Background: an optimization exercise with open tools, aiming at small area, a short achievable clock period and few clock cycles per item. Do not read the settings as production practice.
In this exercise RTL edits were held to simulation tests only and were not proved equivalent to the original.
Power and IR drop assume default switching activity.

$ cat flow/run.sh
#!/bin/bash
# synth_recipe.tcl (not shown) runs the flow's synth.tcl, then flattens the netlist and writes it again
# the make line also repeats each setting of config.mk as NAME=value (left out here)
make -C /OpenROAD-flow-scripts/flow DESIGN_CONFIG=/design/flow/config.mk WORK_HOME=/design/flow/orfs CLKGATE_MAP_FILE= SYNTH_SCRIPT=/design/flow/synth_recipe.tcl finish
$ cat flow/config.mk
export PLATFORM = sky130hd
export DESIGN_NAME = bounded_fifo_with_keyed_removal_core
export DESIGN_NICKNAME = bounded_fifo_with_keyed_removal_core
export VERILOG_FILES = /design/flow/design.v
export SDC_FILE = /design/flow/constraint.sdc
export NUM_CORES = 4
export LEC_CHECK = 0
export CAP_MARGIN = 20
export CORE_MARGIN = 2
export CORE_UTILIZATION = 55
export CTS_CLUSTER_DIAMETER = 100
export CTS_CLUSTER_SIZE = 30
export SETUP_SLACK_MARGIN = 3.0
export SLEW_MARGIN = 20
$ cat flow/constraint.sdc
create_clock -name core_clock -period 5.5 [get_ports {clk}]
set_input_delay 1.1000 -clock core_clock [delete_from_list [all_inputs] [get_ports {clk}]]
set_output_delay 1.1000 -clock core_clock [all_outputs]
set_load 0.01 [all_outputs]
$ cat flow/design.v
`timescale 1ns / 1ps
package bfkr_pkg;
    localparam int FIELD_W = 16;
    localparam int LIMIT_W = 5;
    localparam int COUNT_OUT_W = 5;
    localparam int REC_W = 3 * FIELD_W;
    localparam logic [1:0] REQ_ENQ = 2'd0;
    localparam logic [1:0] REQ_DEQ = 2'd1;
    localparam logic [1:0] REQ_RET = 2'd2;
endpackage
`timescale 1ns / 1ps
`timescale 1ns / 1ps
`timescale 1ns / 1ps
module bounded_fifo_with_keyed_removal_core #(
    parameter int DEPTH = 16
) (
    input  logic                              clk,
    input  logic                              rst_n,
    input  logic                              in_valid,
    output logic                              in_ready,
    input  logic [1:0]                        req_type,
    input  logic [bfkr_pkg::FIELD_W-1:0]      proc_num,
    input  logic [bfkr_pkg::FIELD_W-1:0]      arrival_time,
    input  logic [bfkr_pkg::FIELD_W-1:0]      cpu_time,
    input  logic [bfkr_pkg::FIELD_W-1:0]      search_key,
    input  logic                              cfg_valid,
    output logic                              cfg_ready,
    input  logic [bfkr_pkg::LIMIT_W-1:0]      queue_limit,
    output logic                              out_valid,
    input  logic                              out_ready,
    output logic                              status,
    output logic [bfkr_pkg::FIELD_W-1:0]      out_proc_num,
    output logic [bfkr_pkg::FIELD_W-1:0]      out_arrival_time,
    output logic [bfkr_pkg::FIELD_W-1:0]      out_cpu_time,
    output logic                              queue_empty,
    output logic [bfkr_pkg::COUNT_OUT_W-1:0]  record_count
);
    localparam int FW = bfkr_pkg::FIELD_W;
    localparam int RW = bfkr_pkg::REC_W;
    localparam int CW = $clog2(DEPTH + 1);
    logic             s1_v;
    logic             s1_enq;
    logic [DEPTH-1:0] s1_slot;
    logic [DEPTH-1:0] s1_hit;
    logic [RW-1:0]    mem [DEPTH];
    logic [DEPTH-1:0] vld;
    logic [DEPTH-1:0] age [DEPTH];
    logic [CW-1:0]    cnt;
    logic [CW-1:0]    lim;
    logic             out_v;
    logic             out_st;
    logic [RW-1:0]    out_rec;
    logic             cnt_zero;
    logic [CW-1:0]    cnt_next;
    logic             slot_free;
    logic             exec;
    logic [DEPTH-1:0] used_n;
    logic [DEPTH-1:0] ffp_n;
    logic [DEPTH-1:0] ffp;
    logic [DEPTH-1:0] hit_in;
    logic             can_enq;
    logic             enq_wait;
    logic             go_r;
    logic             wait_r;
    logic             s1_v_n;
    logic             out_v_n;
    logic             full_n;
    logic [CW-1:0]    lim_n;
    logic [DEPTH-1:0] m;
    logic [DEPTH-1:0] sel;
    logic [RW-1:0]    taken;
    logic             do_enq;
    logic             found;
    assign cfg_ready = 1'b1;
    assign out_valid = out_v && rst_n;
    assign slot_free = !out_v || out_ready;
    assign exec      = s1_v && slot_free;
    assign can_enq   = (cnt < lim);
    assign enq_wait  = (req_type == bfkr_pkg::REQ_ENQ) && wait_r;
    assign in_ready  = (go_r || out_ready) && !enq_wait;
    assign s1_v_n   = in_ready ? in_valid : (s1_v && !exec);
    assign out_v_n  = slot_free ? s1_v : out_v;
    assign full_n   = exec ? (((cnt == CW'(DEPTH - 1)) && do_enq) || ((cnt == CW'(DEPTH)) && !found))
                           : (cnt == CW'(DEPTH));
    assign lim_n    = cfg_valid ? ((queue_limit == '0 || queue_limit > bfkr_pkg::LIMIT_W'(DEPTH))
                                   ? CW'(DEPTH) : CW'(queue_limit))
                                : lim;
    always_comb
    begin
        used_n = vld | ({DEPTH{s1_v && s1_enq}} & s1_slot)
                 | ({DEPTH{in_ready && in_valid && (req_type == bfkr_pkg::REQ_ENQ)}} & ffp);
        for (int s = 0; s < DEPTH; s++)
        begin
            ffp_n[s] = !used_n[s];
            for (int j = 0; j < s; j++)
            begin
                ffp_n[s] = ffp_n[s] && used_n[j];
            end
        end
    end
    always_comb
    begin
        for (int s = 0; s < DEPTH; s++)
        begin
            hit_in[s] = (req_type == bfkr_pkg::REQ_DEQ)
                        || ((req_type == bfkr_pkg::REQ_RET)
                            && (mem[s][2*FW-1:FW] == search_key));
        end
    end
    always_ff @(posedge clk)
    begin
        if (in_ready)
        begin
            s1_enq <= (req_type == bfkr_pkg::REQ_ENQ);
            s1_slot <= ffp;
            s1_hit <= hit_in;
        end
    end
    always_comb
    begin
        m = vld & s1_hit;
        for (int s = 0; s < DEPTH; s++)
        begin
            sel[s] = m[s];
            for (int j = 0; j < DEPTH; j++)
            begin
                if (j < s)
                begin
                    sel[s] = sel[s] && !(m[j] && age[j][s]);
                end
                else if (j > s)
                begin
                    sel[s] = sel[s] && !(m[j] && !age[s][j]);
                end
            end
        end
        found = |m;
    end
    assign do_enq = s1_enq && can_enq;
    always_ff @(posedge clk)
    begin
        for (int s = 0; s < DEPTH; s++)
        begin
            if (ffp[s])
            begin
                mem[s] <= {proc_num, arrival_time, cpu_time};
            end
            for (int j = s + 1; j < DEPTH; j++)
            begin
                if (ffp[s])
                begin
                    age[s][j] <= 1'b0;
                end
                else if (ffp[j])
                begin
                    age[s][j] <= 1'b1;
                end
            end
        end
        if (slot_free)
        begin
            out_st  <= !(do_enq || found);
            out_rec <= taken;
        end
    end
    always_ff @(posedge clk or negedge rst_n)
    begin
        if (!rst_n)
        begin
            s1_v  <= 1'b0;
            out_v <= 1'b0;
            vld   <= '0;
            cnt   <= '0;
            cnt_zero <= 1'b1;
            lim   <= CW'(DEPTH);
            go_r   <= 1'b1;
            wait_r <= 1'b0;
            ffp    <= DEPTH'(1);
        end
        else
        begin
            go_r   <= !s1_v_n || !out_v_n;
            ffp    <= ffp_n;
            wait_r <= !(|ffp_n) && (s1_v_n || !full_n);
            if (in_ready)
            begin
                s1_v <= in_valid;
            end
            else if (exec)
            begin
                s1_v <= 1'b0;
            end
            if (slot_free)
            begin
                out_v <= s1_v;
            end
            if (exec)
            begin
                vld <= (vld & ~sel) | ({DEPTH{do_enq}} & s1_slot);
                cnt      <= cnt_next;
                cnt_zero <= !do_enq && (found ? (cnt == CW'(1)) : cnt_zero);
            end
            lim <= lim_n;
        end
    end
    assign cnt_next = do_enq ? (cnt + CW'(1)) : (found ? (cnt - CW'(1)) : cnt);
    always_comb
    begin
        taken = '0;
        for (int s = 0; s < DEPTH; s++)
        begin
            taken = taken | ({RW{sel[s]}} & mem[s]);
        end
    end
    assign status           = out_st;
    assign out_proc_num     = out_rec[3*FW-1:2*FW];
    assign out_arrival_time = out_rec[2*FW-1:FW];
    assign out_cpu_time     = out_rec[FW-1:0];
    assign record_count     = cnt;
    assign queue_empty      = cnt_zero;
endmodule
==> impl_metrics.py, run 1 <==
metrics = {
    "route": {
        "drtPass1Iterations": 8,
        "drcViolationCount": 0,
        "via_per_inst": 7.15,
        "finalWirelength_um": 149000,
        "drt-initial-drc-count": 4744,
        "wl_per_cell_um": 37.7,
        "via_count": 28100,
        "antenna_left": 0,
    },
    "sta": {
        "finalSetupViolations": 0,
        "max_freq_mhz": 376,
        "worst_pin_slew_ps": 1180,
        "whs_ps": 343,
        "relSlewSlack": 0.214,
        "finalSetupTns_ps": 0,
        "rsz0062_at_grt": "true",
        "min_period_ps": 2660,
        "period_share": 0.484,
        "skew_ps": 37.0,
        "hold_viol_final": 0,
        "drv_slew": 0,
    },
    "worst_setup_path": {
        "reg2reg_depth": 8,
        "cpPeakStageDelay_ps": 180,
        "required_ps": 4400,
        "r2r-start": "s1_hit[12]",
        "cp_slowest_cell": "a21oi_4",
        "critPathKind": "in2out",
        "path_delay_family": "buffers and inverters",
        "reg2reg_to": "out_rec[19]",
        "rrSetupSlack_ps": 2870,
        "end_kind": "output port",
        "path_cells": "buf_4 > nor2_4 > a21oi_4 > buf_6",
        "crit_fanout": 2,
        "cp-start-kind": "input port",
        "path_buf_inv": 2,
        "critPathArrivalTime_ps": 1560,
    },
    "clock_network": {
        "clock-sinks": 1017,
        "insertion_delay_ps": 660,
        "h-tree-depth": 2,
        "hold_buffers": 0,
        "cts_inserted_buffers": 41,
        "clockRootBuffer": "clkbuf_16",
        "path_clk_slew_ps": 120,
        "cts_tree": "done",
        "clockBufferDepth": 3,
    },
    "power": {
        "p_total_mw": 18.9,
        "powerDensity_nw_per_um2": 391,
        "vdd_drop_max_uv": 388,
        "p_leak_nw": 16.4,
    },
    "global_route": {
        "grt_max_degree": 57,
        "grt_pass1_wl_um": 203000,
        "grtUsageTotal": 0.385,
        "grt_overflow_total": 0,
        "grt_pass1_vias": 26200,
        "antenna_found_initial": 3,
    },
    "worst_hold_path": {
        "hp-class": "in2async",
    },
    "job": {
        "cap_violations": 0,
    },
    "synthesis": {
        "syn_inst": 2731,
        "synth_flop_cell": "edfxtp_1",
        "synth_enable_flop_cells": 850,
        "ys.warnings.count": 3,
        "synthesis.area_um2": 40500,
        "ys_top_cells_by_area": "edfxtp_1 (63%), dfxtp_1 (5.9%), xor2_1 (5.2%)",
        "async_reset_ff_frac": 0.0462,
        "synth_seq_cells": 1017,
        "seq_area_frac_synth": 0.719,
        "synth_largest_area_cell": "edfxtp_1",
        "yosysTopAreaCellShare": 0.631,
        "synth.avg_cell_area_um2": 14.8,
        "yosysUniqueCellTypes": 63,
        "synth_fp_nets": 2817,
    },
    "outcome": {
        "status": "timing/DRC/antenna clean",
    },
    "floorplanning": {
        "die_w_um": 275,
        "dieArea_um2": 75800,
        "dieHeight_um": 275,
        "start_util": 0.555,
        "row_count": 99,
        "ios": 134,
        "core_area_um2": 73000,
    },
    "final_layout": {
        "layoutNonFillerInstCount": 3935,
        "drive_gt1_frac": 0.190,
        "final_core_util": 0.662,
        "final_cell_mix": "edfxtp_1 (850), nor2_1 (247), xor2_1 (241)",
        "syn_to_final_growth_pct": 19.3,
        "nets": 3036,
        "fillers": 5159,
        "final_common_cell": "edfxtp_1",
    },
    "placed_design": {
        "gp_congestion": 1.03,
        "numPlacedInstances": 3687,
        "hpwl_um": 76900,
        "port_buffers": 132,
    },
}
flip-flops by register name, summed over array words and instances (netlist names), 5 cells and up:
register,count
age,120
vld,16
s1_slot,16
lim,5
s1_hit,16
mem,768
cnt,5
ffp,16
out_rec,48
cells in the mapped netlist (17+ instances only):
cell type,n
edfxtp_1,850
nor2_1,250
xor2_1,241
a22o_1,208
a221oi_1,194
clkbuf_1,163
nand3_1,123
dfxtp_1,120
nand3b_1,74
nand4_1,74
nor4_1,67
o2111ai_1,52
nand2_1,49
dfrtp_1,43
o21ai_0,22
nor3_1,21
xnor2_1,19
and2_1,18
buf_2,17
per-stage QoR:
step / setup WS (ps) / cell area (um^2)
after global placement: 1550 / 42900
after CTS: 2820 / 47000
after global routing: 2790 / 48300
after floorplan: 2500 / 40600
final: 2840 / 48300
after detailed placement: 1670 / 42900
layout make-up:
cell class	instances	area, um^2	area share
Antenna cell	2	5.00	0.000104
Clock inverter	12	169	0.00350
Inverter	16	60.1	0.00124
Clock buffer	55	1100	0.0228
Sequential cell	1017	29200	0.605
Multi-Input combinational cell	1502	12200	0.252
Timing Repair Buffer	372	4380	0.0907
Tap cell	959	1200	0.0248
what timing repair did:
action,4_1_cts,5_1_grt
gates cloned,22,7
setup buffers,106,44
gates resized for setup,398,146
setup endpoints to repair,151,64
pin swaps,36,50
kinds of logic (layout without fill, tap and decap cells):
kind of cell | after synthesis | count (layout) | synth area share
flops | 1017 | 1017 | 0.719
simple gates | 704 | 704 | 0.0895
compound gates | 522 | 522 | 0.110
xor+xnor | 260 | 260 | 0.0563
buf+inv | 212 | 455 | 0.0205
fa+ha+maj | 10 | 10 | 0.00309
mux | 5 | 5 | 0.00130
other cells | 1 | 3 | 0.0000927
power by group:
part	switching [mW]	leakage, nW	internal [mW]	total, mW
registers	0.622	9.37	9.28	9.90
logic	3.06	6.43	1.99	5.04
clock network	2.38	0.612	1.56	3.94
worst max-delay path by stage:
stage	from	end	slack [ps]	cells after the start
final	out_ready	in_ready	2840	4
after global routing	go_r	in_ready	2790	3
after CTS	go_r	in_ready	2820	3
after detailed placement	search_key[6]	s1_hit[15]	1670	5
after global placement	search_key[6]	s1_hit[14]	1550	5
after floorplan	req_type[1]	wait_r	2500	7
routing by layer:
layer | track usage | up-vias | wire length (um)
li1 | - | 11200 | -
met1 | 0.556 | 14400 | 57900
met2 | 0.582 | 2145 | 66100
met3 | 0.0798 | 390 | 17800
met4 | 0.144 | 4 | 6700
met5 | 0 | - | 30
worst register-to-register path: stages, from the launching register on:
cell,delay (ps)
edfxtp_1,550
buf_6,220
nand3_1,90
nand4b_1,240
nor4_4,70
bufbuf_16,340
a22o_1,240
a221oi_2,170
nand4_1,340
Testbench counts, summed over its fixed seeds: cycles 4,044, items 4,000.
==> run 2: changes to the inputs <==
--- a/flow/config.mk
+++ b/flow/config.mk
@@ -9,6 +9,6 @@
 export CORE_MARGIN = 2
-export CORE_UTILIZATION = 55
+export CORE_UTILIZATION = 60
 export CTS_CLUSTER_DIAMETER = 100
 export CTS_CLUSTER_SIZE = 30
-export SETUP_SLACK_MARGIN = 3.0
+export SETUP_SLACK_MARGIN = 2.9
 export SLEW_MARGIN = 20
==> run 2 against run 1 <==
  * Fmax down 5.1%
  * Wire length shrank 9.6%
  * Design area decreased by 5.8%
  * Clock power fell by 6.3%
  * Still clean on timing, DRC and antenna
  * Combinational power fell by 16%
  * Setup slack worse by 140 ps
  * Synthesized area did not move
  * First-iteration DRC count fell by 9.4%
  * Register-to-register slack lost 170 ps
==> impl_metrics.py, run 2 <==
metrics = {
    "power": {
        "switchingPower_mw": 5.54,
        "p_int_mw": 12.2,
        "power_frac_clock": 0.208,
        "p_sw_frac": 0.312,
        "pwr-share-seq": 0.554,
        "p_leak_nw": 15.3,
        "powerDensity_nw_per_um2": 390,
        "combPwrFrac": 0.238,
        "vdd_drop_max_uv": 303,
    },
    "worst_setup_path": {
        "cp-start-kind": "flop",
        "path_cells": "buf_4 > nand2_2 > o2111ai_4 > nor4_2 > bufbuf_16 > a22o_1 > a221oi_1 > nand4_1",
        "critPathArrivalTime_ps": 3140,
        "crit_fanout": 49,
        "path_depth": 8,
        "end_kind": "flop",
        "reg2reg_depth": 8,
        "cp_slowest_cell": "edfxtp_1",
        "required_ps": 5840,
        "path_buf_inv": 2,
        "path_delay_family": "compound AO/OA/AOI/OAI gates",
        "cpPeakStageDelay_ps": 480,
        "critPathKind": "reg2reg",
    },
    "synthesis": {
        "seq_area_frac_synth": 0.719,
        "synth_enable_flop_cells": 850,
        "synth_largest_area_cell": "edfxtp_1",
        "syn_inst": 2731,
        "synth_seq_cells": 1017,
        "ys_top_cells_by_area": "edfxtp_1 (63%), dfxtp_1 (5.9%), xor2_1 (5.2%)",
        "async_reset_ff_frac": 0.0462,
        "yosysTopAreaCellShare": 0.631,
        "synth.avg_cell_area_um2": 14.8,
        "yosysUniqueCellTypes": 63,
        "synth_fp_nets": 2817,
        "synthesis.area_um2": 40500,
        "yosysMostFrequentCell": "edfxtp_1",
        "ys.warnings.count": 3,
        "yosys-top-cells-count": "edfxtp_1 (850), nor2_1 (250), xor2_1 (241), a22o_1 (208), a221oi_1 (194)",
        "synth_flop_cell": "edfxtp_1",
    },
    "global_route": {
        "grt_overflow_total": 0,
        "grt_pass1_wl_um": 187000,
        "grt_max_degree": 53,
        "grt_pass1_vias": 25800,
        "grtUsageTotal": 0.377,
        "antenna_found_initial": 4,
    },
    "sta": {
        "max_freq_mhz": 357,
        "min_period_ps": 2800,
        "relSlewSlack": 0.280,
        "skew_ps": 28.5,
        "drv_slew": 0,
        "hold_viol_final": 0,
        "period_share": 0.510,
        "worst_pin_slew_ps": 1080,
        "rsz0062_at_grt": "true",
        "setup_ws_ps": 2700,
        "finalSetupTns_ps": 0,
        "finalSetupViolations": 0,
    },
    "floorplanning": {
        "row_count": 95,
        "start_util": 0.605,
        "ios": 134,
        "dieHeight_um": 264,
        "dieArea_um2": 69600,
        "core_area_um2": 66900,
        "die_w_um": 264,
    },
    "route": {
        "via_per_inst": 7.26,
        "drt-initial-drc-count": 4296,
        "drtPass1Iterations": 6,
        "drcViolationCount": 0,
        "finalWirelength_um": 134000,
        "via_count": 27200,
        "antenna_left": 0,
        "wl_per_cell_um": 35.8,
    },
    "placed_design": {
        "port_buffers": 132,
        "dp_slack_ps": 1460,
        "gp_congestion": 1.02,
        "hpwl_um": 73900,
    },
    "final_layout": {
        "top_register": "mem",
        "largest_register_ffs": 768,
        "syn_to_final_growth_pct": 12.4,
        "final_common_cell": "edfxtp_1",
        "drive_gt1_frac": 0.115,
        "top_regs": "mem: 768 flops, age: 120 flops, out_rec: 48 flops",
        "final_cell_mix": "edfxtp_1 (850), nor2_1 (248), xor2_1 (241)",
        "nets": 2938,
        "fillers": 4667,
    },
    "clock_network": {
        "clockRootBuffer": "clkbuf_16",
        "cts_inserted_buffers": 40,
        "h-tree-depth": 2,
        "path_clk_slew_ps": 120,
        "clockBufferDepth": 3,
        "insertion_delay_ps": 630,
        "cts_tree": "done",
        "clock-sinks": 1017,
    },
    "outcome": {
        "status": "timing/DRC/antenna clean",
    },
    "worst_hold_path": {
        "whs_path_depth": 2,
        "hp-class": "reg2reg",
    },
    "job": {
        "cap_violations": 0,
    },
}
-- run 2: cell counts after synthesis --
Identical to the previous run, type by type.
-- run 2: logic make-up (layout without fill, tap and decap cells) --
kind of cell | count (synthesis) | after routing | synth area share
flip-flops | 1017 | 1017 | 0.719
AND/OR/NAND/NOR | 704 | 704 | 0.0895
AO/OA/AOI/OAI | 522 | 522 | 0.110
XOR/XNOR | 260 | 260 | 0.0563
buffers and inverters | 212 | 354 | 0.0205
adder cells (fa/ha/maj) | 10 | 10 | 0.00309
multiplexers | 5 | 5 | 0.00130
other | 1 | 4 | 0.0000927
-- run 2: timing repair --
item / in CTS / in global routing
gates resized for setup: 205 / 87
setup endpoints to repair: 142 / 69
gates cloned: 1 / 5
hold buffers: 0 / 0
setup buffers: 46 / 27
pin swaps: 8 / 23
-- run 2: cell type report --
class | instances | area [um^2] | share of cell area
sequential | 1017 | 29200 | 0.642
inverter | 16 | 60.1 | 0.00132
clock buffer | 57 | 1060 | 0.0234
timing repair buffer | 275 | 2820 | 0.0620
tap | 873 | 1090 | 0.0240
antenna | 3 | 7.51 | 0.000165
multi-input combinational | 1502 | 11200 | 0.245
clock inverter | 6 | 87.6 | 0.00193
-- run 2: final timing paths --
check / start / endpoint / slack, ps
min: age[6][12] / age[6][12] / 490
max reg2reg: s1_hit[9] / out_rec[28] / 2700
max in group asynchronous: rst_n / ffp[8] / 4390
max: s1_hit[9] / out_rec[28] / 2700
min reg2reg: age[6][12] / age[6][12] / 490
min in group asynchronous: rst_n / cnt[4] / 600
-- run 2: metal layers --
metal | up-vias | part of all wire | GRT usage | routed length, um
li1 | 11000 | - | - | -
met1 | 13600 | 0.37 | 0.542 | 50100
met2 | 2202 | 0.44 | 0.574 | 59500
met3 | 424 | 0.13 | 0.0747 | 18100
met4 | 4 | 0.049 | 0.144 | 6550
met5 | - | 0.00020 | 0 | 27
-- run 2: worst reg2reg max path, delay by kind of cell, from the launching register on --
family | cells | cell delay (ps)
AND/OR/NAND/NOR | 3 | 470
flip-flops | 1 | 480
buffers and inverters | 2 | 480
AO/OA/AOI/OAI | 3 | 1090
-- run 2: per-stage QoR --
stage	total power [mW]	util	area [um^2]	hold slack [ps]	instances
after CTS	17.3	0.669	44700	491	3714
after detailed placement	13.6	0.640	42800	473	3604
final	17.7	0.680	45500	494	3749
after global placement	13.6	0.640	42800	465	3604
after floorplan	11.7	-	40500	447	2731
after global routing	18.2	0.679	45500	513	3747
-- run 2: power by group through the flow --
stage | Sequential, mW | Combinational, mW | Clock, mW
finish | 9.83 | 4.22 | 3.69
global route | 9.87 | 4.36 | 3.93
CTS | 9.82 | 3.82 | 3.70
detailed placement | 10.1 | 3.54 | 0
global placement | 10.1 | 3.52 | 0
floorplan | 9.91 | 1.81 | 0
==> run 3: changes to the inputs <==
--- a/flow/config.mk
+++ b/flow/config.mk
@@ -7,5 +7,6 @@
 export LEC_CHECK = 0
+export ABC_CLOCK_PERIOD_IN_PS = 3000
 export CAP_MARGIN = 20
 export CORE_MARGIN = 2
-export CORE_UTILIZATION = 60
+export CORE_UTILIZATION = 55
 export CTS_CLUSTER_DIAMETER = 100
==> run 3 against run 2 <==
  * Sequential cell count stayed put
  * Combinational power is 9.7% higher
  * Non-clock buffer count is 56 higher
  * Global-route usage is 0.26 points lower
  * Hold slack worse by 6.0 ps
  * Clock skew is 11 ps higher
  * Wire length is 8.8% higher
  * Via count is 2.3% higher
  * Setup slack better by 110 ps
  * Fmax is 4.0% higher
  * Critical path depth is 4 lower
  * Die area is 8.9% higher
  * Largest cell class unchanged
  * Largest power group unchanged
==> impl_metrics.py, run 3 <==
metrics = {
    "sta": {
        "min_period_ps": 2700,
        "period_share": 0.490,
        "max_freq_mhz": 371,
        "hold_viol_final": 0,
        "relSlewSlack": 0.233,
        "skew_ps": 39.2,
        "drv_slew": 0,
        "worst_pin_slew_ps": 1150,
        "rsz0062_at_grt": "true",
        "finalSetupTns_ps": 0,
        "finalSetupViolations": 0,
    },
    "synthesis": {
        "synthesis.area_um2": 40500,
        "synth_largest_area_cell": "edfxtp_1",
        "synth_enable_flop_cells": 850,
        "syn_inst": 2731,
        "synth_fp_nets": 2817,
        "synth.avg_cell_area_um2": 14.8,
        "synth_flop_cell": "edfxtp_1",
        "yosysTopAreaCellShare": 0.631,
        "yosysUniqueCellTypes": 63,
        "async_reset_ff_frac": 0.0462,
        "ys_top_cells_by_area": "edfxtp_1 (63%), dfxtp_1 (5.9%), xor2_1 (5.2%)",
        "seq_area_frac_synth": 0.719,
        "yosysMostFrequentCell": "edfxtp_1",
        "yosys-top-cells-count": "edfxtp_1 (850), nor2_1 (250), xor2_1 (241), a22o_1 (208), a221oi_1 (194)",
        "ys.warnings.count": 3,
        "synth_seq_cells": 1017,
    },
    "worst_setup_path": {
        "reg2reg_to": "out_rec[1]",
        "path_cells": "clkbuf_2 > nor2_4 > a21oi_4 > buf_6",
        "rrSetupSlack_ps": 2840,
        "cpPeakStageDelay_ps": 170,
        "end_kind": "output port",
        "cp_slowest_cell": "a21oi_4",
        "crit_end": "in_ready",
        "crit_start": "out_ready",
        "cp-start-kind": "input port",
        "r2r-start": "s1_hit[13]",
        "critPathKind": "in2out",
        "crit_fanout": 2,
        "reg2reg_depth": 12,
        "critPathArrivalTime_ps": 1600,
        "required_ps": 4400,
    },
    "global_route": {
        "grtUsageTotal": 0.374,
        "grt_pass1_vias": 26000,
        "grt_pass1_wl_um": 198000,
        "grt_overflow_total": 0,
        "antenna_found_initial": 2,
        "grt_max_degree": 52,
    },
    "final_layout": {
        "multi_input_area_um2": 11500,
        "final_cell_mix": "edfxtp_1 (850), nor2_1 (246), xor2_1 (241)",
        "drive_gt1_frac": 0.148,
        "top_register": "mem",
        "nets": 2995,
        "largest_register_ffs": 768,
        "seq_area_um2": 29200,
        "syn_to_final_growth_pct": 15.7,
        "final_common_cell": "edfxtp_1",
        "fillers": 5381,
        "top_regs": "mem: 768 flops, age: 120 flops, out_rec: 48 flops",
    },
    "route": {
        "via_per_inst": 7.15,
        "finalWirelength_um": 146000,
        "drcViolationCount": 0,
        "via_count": 27800,
        "antenna_left": 0,
        "drtPass1Iterations": 5,
        "wl_per_cell_um": 37.5,
        "drt-initial-drc-count": 4740,
    },
    "outcome": {
        "status": "timing/DRC/antenna clean",
    },
    "floorplanning": {
        "row_count": 99,
        "ios": 134,
        "start_util": 0.555,
        "die_w_um": 275,
        "dieArea_um2": 75800,
        "dieHeight_um": 275,
        "core_area_um2": 73000,
    },
    "power": {
        "power_frac_clock": 0.212,
        "switchingPower_mw": 5.86,
        "p_leak_nw": 15.9,
        "powerDensity_nw_per_um2": 392,
        "vdd_drop_max_uv": 374,
        "p_int_mw": 12.5,
        "combPwrFrac": 0.252,
        "p_sw_frac": 0.319,
        "pwr-share-seq": 0.536,
        "p_total_mw": 18.4,
    },
    "clock_network": {
        "cts_inserted_buffers": 41,
        "clockBufferDepth": 3,
        "clock-sinks": 1017,
        "insertion_delay_ps": 660,
        "cts_tree": "done",
        "clockRootBuffer": "clkbuf_16",
        "h-tree-depth": 2,
        "path_clk_slew_ps": 110,
    },
    "worst_hold_path": {
        "hp-class": "reg2reg",
    },
    "placed_design": {
        "hpwl_um": 77900,
        "port_buffers": 132,
        "gp_congestion": 1.04,
    },
    "job": {
        "cap_violations": 0,
    },
}
## run 3: cell counts after synthesis
No cell type changed its count.
## run 3: cell families after synthesis
family                     Yosys count  share of synthesized area
other                                1                  0.0000927
AOI/OAI and AO/OA                  522                      0.110
buffers and inverters              212                     0.0205
muxes                                5                    0.00130
xor gates and xnor gates           260                     0.0563
DFF                               1017                      0.719
and+or+nand+nor                    704                     0.0895
adders and majority gates           10                    0.00309
## run 3: metal layers
layer	GRT usage	up-vias	wire (um)
li1	-	11100	-
met1	0.545	14300	57800
met2	0.564	2122	64100
met3	0.0726	340	17500
met4	0.138	4	6670
met5	0	-	35
## run 3: what timing repair did
action,CTS,global route
gates resized for setup,258,111
pin swaps,28,31
gates cloned,10,11
setup endpoints to repair,144,67
hold buffers,0,0
buffers inserted,81,31
## run 3: final cells by class
| type | instances | share of cell area |
|---|---|---|
| tap | 959 | 0.0256 |
| multi-input combinational | 1502 | 0.246 |
| sequential | 1017 | 0.624 |
| clock inverter | 13 | 0.00313 |
| clock buffer | 53 | 0.0233 |
| inverter | 16 | 0.00128 |
| timing repair buffer | 331 | 0.0771 |
| antenna | 2 | 0.000107 |
## run 3: critical path: cells and delay by family
| family | cells | cell delay [ps] |
|---|---|---|
| simple gates | 1 | 60 |
| buf+inv | 2 | 270 |
| compound gates | 1 | 170 |
## run 3: worst min path at each step
| stage | start | endpoint | slack, ps | depth (start not counted) |
|---|---|---|---|---|
| final | age[2][12] | age[2][12] | 490 | 2 |
| after floorplan | age[0][10] | age[0][10] | 450 | 2 |
| after detailed placement | age[2][12] | age[2][12] | 470 | 2 |
| after CTS | age[2][12] | age[2][12] | 490 | 2 |
| after global routing | age[1][15] | age[1][15] | 520 | 2 |
| after global placement | age[5][14] | age[5][14] | 460 | 2 |
## run 3: power groups by stage
stage | Clock (mW) | Sequential, mW | Combinational, mW
after floorplan | 0 | 9.91 | 1.81
after global placement | 0 | 10.1 | 3.60
after detailed placement | 0 | 10.1 | 3.62
after CTS | 3.89 | 9.83 | 4.15
after global routing | 4.15 | 9.89 | 4.75
final | 3.89 | 9.84 | 4.63
## run 3: through the flow
step	setup slack (ps)	utilization	instance area (um^2)	hold slack [ps]	std cells
5_1_grt	2790	0.642	46800	515	3891
3_5_place_dp	1630	0.589	43000	471	3692
3_3_place_gp	1560	0.589	43000	462	3692
6_report	2800	0.642	46800	488	3893
2_1_floorplan	2500	-	40500	447	2731
4_1_cts	2670	0.628	45800	487	3849
==> run 4: changes to the inputs <==
--- a/flow/config.mk
+++ b/flow/config.mk
@@ -10,5 +10,5 @@
 export CORE_MARGIN = 2
-export CORE_UTILIZATION = 55
-export CTS_CLUSTER_DIAMETER = 100
-export CTS_CLUSTER_SIZE = 30
+export CORE_UTILIZATION = 65
+export CTS_CLUSTER_DIAMETER = 80
+export CTS_CLUSTER_SIZE = 24
 export SETUP_SLACK_MARGIN = 2.9
==> run 4 against run 3 <==
  * First-iteration DRC count grew 6.7%
  * Via count grew 0.33%
  * Sequential power grew 2%
  * Hold slack gained 1.1 ps
  * Non-clock buffer count shrank 27
  * Still clean on timing, DRC and antenna
  * Clock skew shrank 3.1 ps
  * Clock power grew 7.7%
  * Core utilization grew 11 points
==> impl_metrics.py, run 4 <==
metrics = {
    "final_layout": {
        "top_register": "mem",
        "nets": 2977,
        "fillers": 3785,
        "seq_area_um2": 29200,
        "top_regs": "mem: 768 flops, age: 120 flops, out_rec: 48 flops",
        "multi_input_area_um2": 11400,
        "final_core_util": 0.751,
        "final_cell_mix": "edfxtp_1 (850), nor2_1 (247), xor2_1 (241)",
        "largest_register_ffs": 768,
        "drive_gt1_frac": 0.140,
        "final_common_cell": "edfxtp_1",
        "syn_to_final_growth_pct": 14.4,
    },
    "synthesis": {
        "yosys-top-cells-count": "edfxtp_1 (850), nor2_1 (250), xor2_1 (241), a22o_1 (208), a221oi_1 (194)",
        "synth.avg_cell_area_um2": 14.8,
        "ys_top_cells_by_area": "edfxtp_1 (63%), dfxtp_1 (5.9%), xor2_1 (5.2%)",
        "synth_xor_area_frac": 0.0563,
        "synthAdderAreaFrac": 0.00309,
        "synth_fp_nets": 2817,
        "synth_flop_cell": "edfxtp_1",
        "synth_seq_cells": 1017,
        "async_reset_ff_frac": 0.0462,
        "yosysUniqueCellTypes": 63,
        "synth-simple-area-share": 0.0895,
        "synth_top_family_by_area": "compound AO/OA/AOI/OAI gates",
        "yosysMostFrequentCell": "edfxtp_1",
        "ys.warnings.count": 3,
        "yosysTopAreaCellShare": 0.631,
        "muxShareOfSynthArea": 0.00130,
        "synthesis.area_um2": 40500,
        "synth-compound-area-share": 0.110,
        "syn_inst": 2731,
        "synth_largest_area_cell": "edfxtp_1",
        "synth_enable_flop_cells": 850,
        "seq_area_frac_synth": 0.719,
    },
    "worst_setup_path": {
        "crit_start": "s1_hit[12]",
        "cp_slowest_cell": "edfxtp_1",
        "path_cells": "buf_6 > nand3b_1 > o2111ai_4 > nor4_4 > buf_6 > buf_16 > a22o_1 > a221oi_2 > nand4_1",
        "path_depth": 9,
        "rrSetupSlack_ps": 2720,
        "cpPeakStageDelay_ps": 550,
        "critPathArrivalTime_ps": 3060,
        "reg2reg_to": "out_rec[26]",
        "path_delay_family": "simple AND/OR/NAND/NOR gates",
        "reg2reg_depth": 9,
        "cp-start-kind": "flop",
        "crit_fanout": 10,
        "critPathKind": "reg2reg",
        "critPathMostFrequentCell": "buf_6",
        "path_buf_inv": 3,
        "required_ps": 5780,
        "end_kind": "flop",
        "r2r-start": "s1_hit[12]",
    },
    "clock_network": {
        "insertion_delay_ps": 670,
        "clockBufferDepth": 3,
        "cts_inserted_buffers": 50,
        "clock-sinks": 1017,
        "clockRootBuffer": "clkbuf_16",
        "path_clk_slew_ps": 100,
        "cts_tree": "done",
        "h-tree-depth": 2,
    },
    "outcome": {
        "status": "timing/DRC/antenna clean",
    },
    "power": {
        "p_leak_nw": 15.7,
        "p_total_mw": 18.4,
        "vdd_drop_max_uv": 286,
        "powerDensity_nw_per_um2": 398,
    },
    "sta": {
        "max_freq_mhz": 360,
        "rsz0062_at_grt": "true",
        "relSlewSlack": 0.268,
        "hold_viol_final": 0,
        "period_share": 0.505,
        "finalSetupViolations": 0,
        "whs_ps": 489,
        "finalSetupTns_ps": 0,
        "skew_ps": 36.1,
        "worst_pin_slew_ps": 1100,
        "drv_slew": 0,
        "setup_ws_ps": 2720,
        "min_period_ps": 2780,
    },
    "worst_hold_path": {
        "min_from": "age[0][6]",
        "hp-class": "reg2reg",
        "holdPathEnd": "age[0][6]",
        "whs_path_depth": 2,
    },
    "placed_design": {
        "dp_slack_ps": 1710,
        "hpwl_um": 73200,
        "port_buffers": 132,
        "gp_congestion": 1.00,
    },
    "floorplanning": {
        "start_util": 0.657,
        "die_w_um": 254,
        "core_area_um2": 61600,
        "dieHeight_um": 254,
        "ios": 134,
        "dieArea_um2": 64300,
        "row_count": 91,
    },
    "route": {
        "drt-initial-drc-count": 5056,
        "dr_wl_met2_um": 58900,
        "finalWirelength_um": 134000,
        "antenna_left": 0,
        "met1Wirelength_um": 48100,
        "topRoutingLayerUsed": "met5",
        "wl_per_cell_um": 35.7,
        "drtPass1Iterations": 8,
        "drcViolationCount": 0,
        "via_count": 27900,
        "met3_length_um": 19900,
        "via_per_inst": 7.43,
    },
    "job": {
        "cap_violations": 0,
    },
    "global_route": {
        "grtUsageTotal": 0.412,
        "grt_overflow_total": 0,
        "antenna_found_initial": 9,
        "grt_pass1_vias": 26200,
        "grt_pass1_wl_um": 187000,
        "grt_max_degree": 53,
    },
}
run 4: cell counts after synthesis:
Identical to the previous run, type by type.
run 4: repair_timing:
item,4_1_cts,5_1_grt
gates resized for setup,250,95
setup buffers,76,37
cloned,4,4
hold buffers,0,0
setup endpoints to repair,149,66
pin swaps,22,29
run 4: routing by layer:
metal  vias up  global-route usage
li1      11100                   -
met1     13800               0.588
met2      2566               0.604
met3       500              0.0959
met4         4               0.199
met5         -                   0
run 4: logic make-up after synthesis:
group | Yosys count
DFF | 1017
and+or+nand+nor | 704
AOI/OAI and AO/OA | 522
xor gates and xnor gates | 260
buffers and inverters | 212
adders and majority gates | 10
muxes | 5
other | 1
run 4: report_power, final:
| group | total (mW) | switching, mW | internal [mW] |
|---|---|---|---|
| Clock | 4.19 | 2.42 | 1.77 |
| Sequential | 9.99 | 0.708 | 9.28 |
| Combinational | 4.23 | 2.63 | 1.60 |
run 4: worst max-delay path by stage:
| stage | to | slack [ps] |
|---|---|---|
| CTS | in_ready | 2700 |
| finish | out_rec[26] | 2720 |
| global route | out_rec[26] | 2800 |
| detailed placement | in_ready | 1710 |
| floorplan | wait_r | 2500 |
| global placement | s1_hit[5] | 1700 |
run 4: area by class of cell:
class,count,share of cell area
Timing Repair Buffer,304,0.0667
Inverter,16,0.00130
Clock buffer,70,0.0287
Tap cell,837,0.0226
Antenna cell,5,0.000270
Multi-Input combinational cell,1502,0.246
Clock inverter,12,0.00319
Sequential cell,1017,0.631
run 4: stage by stage:
step                      cell area (um^2)  cells
after floorplan                      40500   2731
after global placement               42700   3555
after detailed placement             42700   3555
after CTS                            45600   3717
after global routing                 46300   3759
final                                46300   3763
run 4: worst register-to-register path, stage by stage, from the launching register on:
cell and delay, ps:
edfxtp_1 550, buf_6 190, nand3b_1 240, o2111ai_4 240, nor4_4 60, buf_6 160, buf_16 160, a22o_1 230
a221oi_2 200, nand4_1 380

==> what the ideal ports hide <==
Ports are ideal in the flow. The routed layouts listed here were re-timed in OpenROAD. Step 1 sets driving cells, clkbuf_16 on the clock port and buf_2 on the other inputs (assumed; they add their load-dependent delay and slew). Step 2 also shifts input and output timing later by t, the mid clock arrival at the registers, as if the neighbouring blocks saw the same clock. Slacks: ideal ports / drivers / drivers and shift; pairs: ideal ports / drivers.
| run | t (ns) | setup slack, ns | pins driven straight from the clock port |
|---|---|---|---|
| run 1 | 0.708 | 2.839 / 2.772 / 2.209 | 1 |
| run 2 | 0.686 | 2.695 / 2.695 / 2.177 | 1 |
| run 3 | 0.702 | 2.804 / 2.750 / 2.249 | 1 |
| run 4 | 0.718 | 2.722 / 2.722 / 2.150 | 1 |
After both steps setup and hold are still met in every run listed. The setup slack of run 1, which loses most, moves by -0.067 ns with the drivers and by -0.630 ns with both steps.
